Background: an optimization exercise with open tools, aiming at a short achievable clock period and few clock cycles. Do not read the settings as production practice.
In this exercise RTL edits were held to simulation tests only and were not proved equivalent to the original.
Power is estimated from default activity; no workload was simulated.

==> wip/fjord <==
// curve_plotter_top
module curve_plotter_top (
    input  logic        clk,
    input  logic        rst,
    input  logic        clear,
    input  logic        wr_en,
    input  logic [16:0] wr_token,
    input  logic        start,
    input  logic [9:0]  x_pos,
    output logic        ready,
    output logic [8:0]  y_pos
);
    logic [5:0]  rd_idx;
    logic [39:0] rd_instr;
    logic [6:0]  n_instr;
    logic [17:0] bot_leaf;
    logic        fold_now;
    logic        fold_pend;
    logic [39:0] fold_instr;
    logic        fold_wb;
    logic [15:0] fold_val;
    rpn_queue i_queue (
        .clk        (clk),
        .rst        (rst),
        .clear      (clear),
        .wr_en      (wr_en),
        .wr_token   (wr_token),
        .rd_idx     (rd_idx),
        .rd_instr   (rd_instr),
        .n_instr    (n_instr),
        .bot_leaf   (bot_leaf),
        .fold_now   (fold_now),
        .fold_pend  (fold_pend),
        .fold_instr (fold_instr),
        .fold_wb    (fold_wb),
        .fold_val   (fold_val)
    );
    stack_machine i_machine (
        .clk        (clk),
        .rst        (rst),
        .start      (start),
        .x_pos      (x_pos),
  ...
==> flow/config.mk <==
export PLATFORM = sky130hd
export DESIGN_NAME = curve_plotter_top
export DESIGN_NICKNAME = curve_plotter_top
export VERILOG_FILES = /design/flow/design.v
export SDC_FILE = /design/flow/constraint.sdc
export NUM_CORES = 4
export LEC_CHECK = 0
export ABC_CLOCK_PERIOD_IN_PS = 3500
export CAP_MARGIN = 20
export CORE_MARGIN = 2
export CORE_UTILIZATION = 40
export SLEW_MARGIN = 20
export SYNTH_MEMORY_MAX_BITS = 32768
==> flow/constraint.sdc <==
create_clock -name core_clock -period 9.0 [get_ports {clk}]
set_input_delay 1.8000 -clock core_clock [delete_from_list [all_inputs] [get_ports {clk}]]
set_output_delay 1.8000 -clock core_clock [all_outputs]
set_load 0.01 [all_outputs]
standard.sh (not shown) runs the stock make flow with config.mk's settings and CLKGATE_MAP_FILE= SYNTH_SCRIPT=/design/flow/synth_recipe.tcl, a recipe that flattens the netlist after the stock synthesis.
==> flow/flow/run.sh <==
#!/bin/bash
set -euo pipefail
bash standard.sh SETUP_SLACK_MARGIN=5.4 finish > make.log 2>&1
==> wip/lagoon (differences from wip/fjord) <==
--- a/flow/design.v
+++ b/flow/design.v
@@ -2730,17 +2730,16 @@
     output logic [15:0] fold_val
 );
     localparam logic [1:0] K_PO   = 2'd0;
     localparam logic [1:0] K_OPL  = 2'd1;
     localparam logic [1:0] K_ROPL = 2'd2;
     localparam logic [1:0] K_OPS  = 2'd3;
     typedef enum logic [2:0] {
         S_IDLE,
-        S_XW,
         S_RUN,
         S_OUT,
         S_FWB
     } st_t;
     function automatic logic [15:0] xw_rom(input logic [9:0] xi);
         case (xi)
             10'd0: xw_rom = 16'hf000;
             10'd1: xw_rom = 16'hf00d;
@@ -3789,17 +3788,16 @@
     localparam logic [8:0] SEL_LOOP = 9'b0_0010_0001;
     st_t          state;
     logic [39:0]  ir;
     logic [8:0]   sel;
     logic         last;
     logic         folding;
     logic [6:0]   pc;
     logic [1:0]   ph;
-    logic [9:0]   xp;
     logic [15:0]  xw;
     logic [15:0]  t;
     logic [15:0]  bot;
     logic [24*16-1:0] stk;
     logic [15:0]  base;
     logic [6:0]   pcnt;
     logic         ir_bot;
     logic [1:0]   kind;
@@ -3926,57 +3924,53 @@
         if (adv && ir_bot && !folding) bot <= t_new;
         m_rows <= m_rows_c;
         if (run && op == 3'd4 && ph0) begin
             base <= opa;
             pcnt <= 7'(pexp) - 7'd1;
         end else if (run && ph == 2'd2) begin
             pcnt <= pcnt - 7'd1;
         end
-        if (state == S_IDLE) xp <= x_pos;
-        if (state == S_XW) xw <= xw_rom(xp);
+        if (state == S_IDLE) xw <= xw_rom(x_pos);
     end
     always_ff @(posedge clk) begin
         if (rst) begin
             state   <= S_IDLE;
             ready   <= 1'b1;
             y_pos   <= 9'd0;
             pc      <= 7'd0;
             ph      <= 2'd0;
             folding <= 1'b0;
         end else begin
             case (state)
                 S_IDLE: begin
                     if (start) begin
+                        ir      <= rd_instr;
+                        sel     <= sel_of(rd_instr);
+                        last    <= (n_instr == 7'd1);
+                        ph      <= 2'd0;
+                        folding <= 1'b0;
                         if (n_instr == 7'd0 && !(bot_leaf[17] && bot_leaf[16])) begin
                             y_pos <= y_leaf;
                         end else begin
+                            pc    <= 7'd1;
                             ready <= 1'b0;
-                            state <= S_XW;
+                            state <= (n_instr == 7'd0) ? S_OUT : S_RUN;
                         end
                     end else if (fold_now) begin
                         ready <= 1'b0;
                     end else if (fold_pend) begin
                         ir      <= fold_instr;
                         sel     <= sel_of(fold_instr);
                         last    <= 1'b1;
                         ph      <= 2'd0;
                         folding <= 1'b1;
                         state   <= S_RUN;
                     end
                 end
-                S_XW: begin
-                    ir      <= rd_instr;
-                    sel     <= sel_of(rd_instr);
-                    pc      <= 7'd1;
-                    last    <= (n_instr == 7'd1);
-                    ph      <= 2'd0;
-                    folding <= 1'b0;
-                    state   <= (n_instr == 7'd0) ? S_OUT : S_RUN;
-                end
                 S_RUN: begin
                     ph <= ph_next;
                     if (adv) begin
                         if (last) begin
                             pc    <= 7'd0;
                             state <= folding ? S_FWB : S_OUT;
                         end else begin
                             ir   <= rd_instr;
--- a/flow/config.mk
+++ b/flow/config.mk
@@ -4,10 +4,11 @@
 export VERILOG_FILES = /design/flow/design.v
 export SDC_FILE = /design/flow/constraint.sdc
 export NUM_CORES = 4
 export LEC_CHECK = 0
 export ABC_CLOCK_PERIOD_IN_PS = 3500
 export CAP_MARGIN = 20
 export CORE_MARGIN = 2
 export CORE_UTILIZATION = 40
+export PLACE_DENSITY = 0.5
 export SLEW_MARGIN = 20
 export SYNTH_MEMORY_MAX_BITS = 32768
==> wip/amber (differences from wip/fjord) <==
--- a/flow/design.v
+++ b/flow/design.v
@@ -2730,17 +2730,16 @@
     output logic [15:0] fold_val
 );
     localparam logic [1:0] K_PO   = 2'd0;
     localparam logic [1:0] K_OPL  = 2'd1;
     localparam logic [1:0] K_ROPL = 2'd2;
     localparam logic [1:0] K_OPS  = 2'd3;
     typedef enum logic [2:0] {
         S_IDLE,
-        S_XW,
         S_RUN,
         S_OUT,
         S_FWB
     } st_t;
     function automatic logic [15:0] xw_rom(input logic [9:0] xi);
         case (xi)
             10'd0: xw_rom = 16'hf000;
             10'd1: xw_rom = 16'hf00d;
@@ -3789,17 +3788,16 @@
     localparam logic [8:0] SEL_LOOP = 9'b0_0010_0001;
     st_t          state;
     logic [39:0]  ir;
     logic [8:0]   sel;
     logic         last;
     logic         folding;
     logic [6:0]   pc;
     logic [1:0]   ph;
-    logic [9:0]   xp;
     logic [15:0]  xw;
     logic [15:0]  t;
     logic [15:0]  bot;
     logic [24*16-1:0] stk;
     logic [15:0]  base;
     logic [6:0]   pcnt;
     logic         ir_bot;
     logic [1:0]   kind;
@@ -3926,57 +3924,53 @@
         if (adv && ir_bot && !folding) bot <= t_new;
         m_rows <= m_rows_c;
         if (run && op == 3'd4 && ph0) begin
             base <= opa;
             pcnt <= 7'(pexp) - 7'd1;
         end else if (run && ph == 2'd2) begin
             pcnt <= pcnt - 7'd1;
         end
-        if (state == S_IDLE) xp <= x_pos;
-        if (state == S_XW) xw <= xw_rom(xp);
+        if (state == S_IDLE) xw <= xw_rom(x_pos);
     end
     always_ff @(posedge clk) begin
         if (rst) begin
             state   <= S_IDLE;
             ready   <= 1'b1;
             y_pos   <= 9'd0;
             pc      <= 7'd0;
             ph      <= 2'd0;
             folding <= 1'b0;
         end else begin
             case (state)
                 S_IDLE: begin
                     if (start) begin
+                        ir      <= rd_instr;
+                        sel     <= sel_of(rd_instr);
+                        last    <= (n_instr == 7'd1);
+                        ph      <= 2'd0;
+                        folding <= 1'b0;
                         if (n_instr == 7'd0 && !(bot_leaf[17] && bot_leaf[16])) begin
                             y_pos <= y_leaf;
                         end else begin
+                            pc    <= 7'd1;
                             ready <= 1'b0;
-                            state <= S_XW;
+                            state <= (n_instr == 7'd0) ? S_OUT : S_RUN;
                         end
                     end else if (fold_now) begin
                         ready <= 1'b0;
                     end else if (fold_pend) begin
                         ir      <= fold_instr;
                         sel     <= sel_of(fold_instr);
                         last    <= 1'b1;
                         ph      <= 2'd0;
                         folding <= 1'b1;
                         state   <= S_RUN;
                     end
                 end
-                S_XW: begin
-                    ir      <= rd_instr;
-                    sel     <= sel_of(rd_instr);
-                    pc      <= 7'd1;
-                    last    <= (n_instr == 7'd1);
-                    ph      <= 2'd0;
-                    folding <= 1'b0;
-                    state   <= (n_instr == 7'd0) ? S_OUT : S_RUN;
-                end
                 S_RUN: begin
                     ph <= ph_next;
                     if (adv) begin
                         if (last) begin
                             pc    <= 7'd0;
                             state <= folding ? S_FWB : S_OUT;
                         end else begin
                             ir   <= rd_instr;
==> flow/run.sh (new file) <==
#!/bin/bash
# synth_recipe.tcl (not shown) runs the flow's synth.tcl, then flattens the netlist and writes it again
# the make line also repeats each setting of config.mk as NAME=value (left out here)
make -C /OpenROAD-flow-scripts/flow DESIGN_CONFIG=/design/flow/config.mk WORK_HOME=/design/flow/orfs CLKGATE_MAP_FILE= SYNTH_SCRIPT=/design/flow/synth_recipe.tcl finish
==> flow/config.mk (replaced) <==
export PLATFORM = sky130hd
export DESIGN_NAME = curve_plotter_top
export DESIGN_NICKNAME = curve_plotter_top
export VERILOG_FILES = /design/flow/design.v
export SDC_FILE = /design/flow/constraint.sdc
export NUM_CORES = 4
export LEC_CHECK = 0
export ABC_CLOCK_PERIOD_IN_PS = 3500
export CAP_MARGIN = 20
export CELL_PAD_IN_SITES_DETAIL_PLACEMENT = 1
export CELL_PAD_IN_SITES_GLOBAL_PLACEMENT = 2
export CORE_MARGIN = 2
export CORE_UTILIZATION = 35
export PLACE_DENSITY = 0.5
export SETUP_SLACK_MARGIN = 5
export SLEW_MARGIN = 20
export SYNTH_MEMORY_MAX_BITS = 32768
removed: flow/flow/run.sh
removed: flow/standard.sh
==> results.txt <==
Multi-input combinational cell count: wip/fjord 6735; wip/lagoon 5837; wip/amber 5828
Final standard cell area without fillers: wip/fjord 172500 um2; wip/lagoon 172000 um2; wip/amber 170900 um2
Run status: wip/fjord complete, no violations; wip/lagoon complete, no violations; wip/amber complete, no violations
Part of the total power dissipated in sequential elements: wip/fjord 0.361; wip/lagoon 0.385; wip/amber 0.378
Total placed instance area: wip/fjord 152100 um2; wip/lagoon 151800 um2; wip/amber 152700 um2
Fraction of area in multi-input gates: wip/fjord 0.2798; wip/lagoon 0.2794; wip/amber 0.2733
Weighted congestion at the end of routability-driven global placement: wip/fjord 0.9231; wip/lagoon 0.8862; wip/amber 0.8158
Static leakage power: wip/fjord 58.92 nW; wip/lagoon 56.76 nW; wip/amber 56.18 nW
Final critical path time including I/O delays and setup: wip/fjord 4.091 ns; wip/lagoon 4.143 ns; wip/amber 4.231 ns
Number of clock sinks seen by CTS: wip/fjord 3352; wip/lagoon 3341; wip/amber 3341
Clock latency reported for the late side of the worst-skew pair: wip/fjord 1.02 ns; wip/lagoon 1.00 ns; wip/amber 0.98 ns
Power per cell area: wip/fjord 307.7 nW/um2; wip/lagoon 275.9 nW/um2; wip/amber 283.1 nW/um2
Vert. Die Dim: wip/fjord 606.8 um; wip/lagoon 605.0 um; wip/amber 646.5 um
Testbench counts of wip/fjord, summed over its fixed seeds: cycles 73,956.
Testbench counts of wip/lagoon, summed over its fixed seeds: cycles 69,364.
Testbench counts of wip/amber, summed over its fixed seeds: cycles 69,364.

what the ideal ports hide:
Ports are ideal in the flow. The routed layouts listed here were re-timed in OpenROAD.
Step 1 sets driving cells, clkbuf_16 on the clock port and buf_2 on the other inputs (assumed; they add their load-dependent delay and slew).
Step 2, shift: input delay + t, output delay - t, t = (earliest + latest rising clock arrival at the registers) / 2. This alone moves slack from input paths to output paths.
Three values: ideal, step 1, step 2; two values: the first two.
run | t, ns | setup WS [ns] | hold WS [ns] | latest minus earliest clock arrival (ns) | worst data-port slew with drivers (ns)
wip/fjord | 1.066 | 4.909 / 4.909 / 4.194 | 0.463 / 0.463 / 0.463 | 0.138 / 0.138 | 0.34
wip/lagoon | 1.070 | 4.857 / 4.857 / 4.374 | 0.456 / 0.456 / 0.456 | 0.091 / 0.091 | 0.24
wip/amber | 1.054 | 4.769 / 4.769 / 3.930 | 0.436 / 0.436 / 0.436 | 0.087 / 0.087 | 0.24
After both steps every run listed still meets setup and hold. The setup slack of wip/amber, which loses most, moves by 0.000 ns with the drivers and by -0.839 ns with both steps.
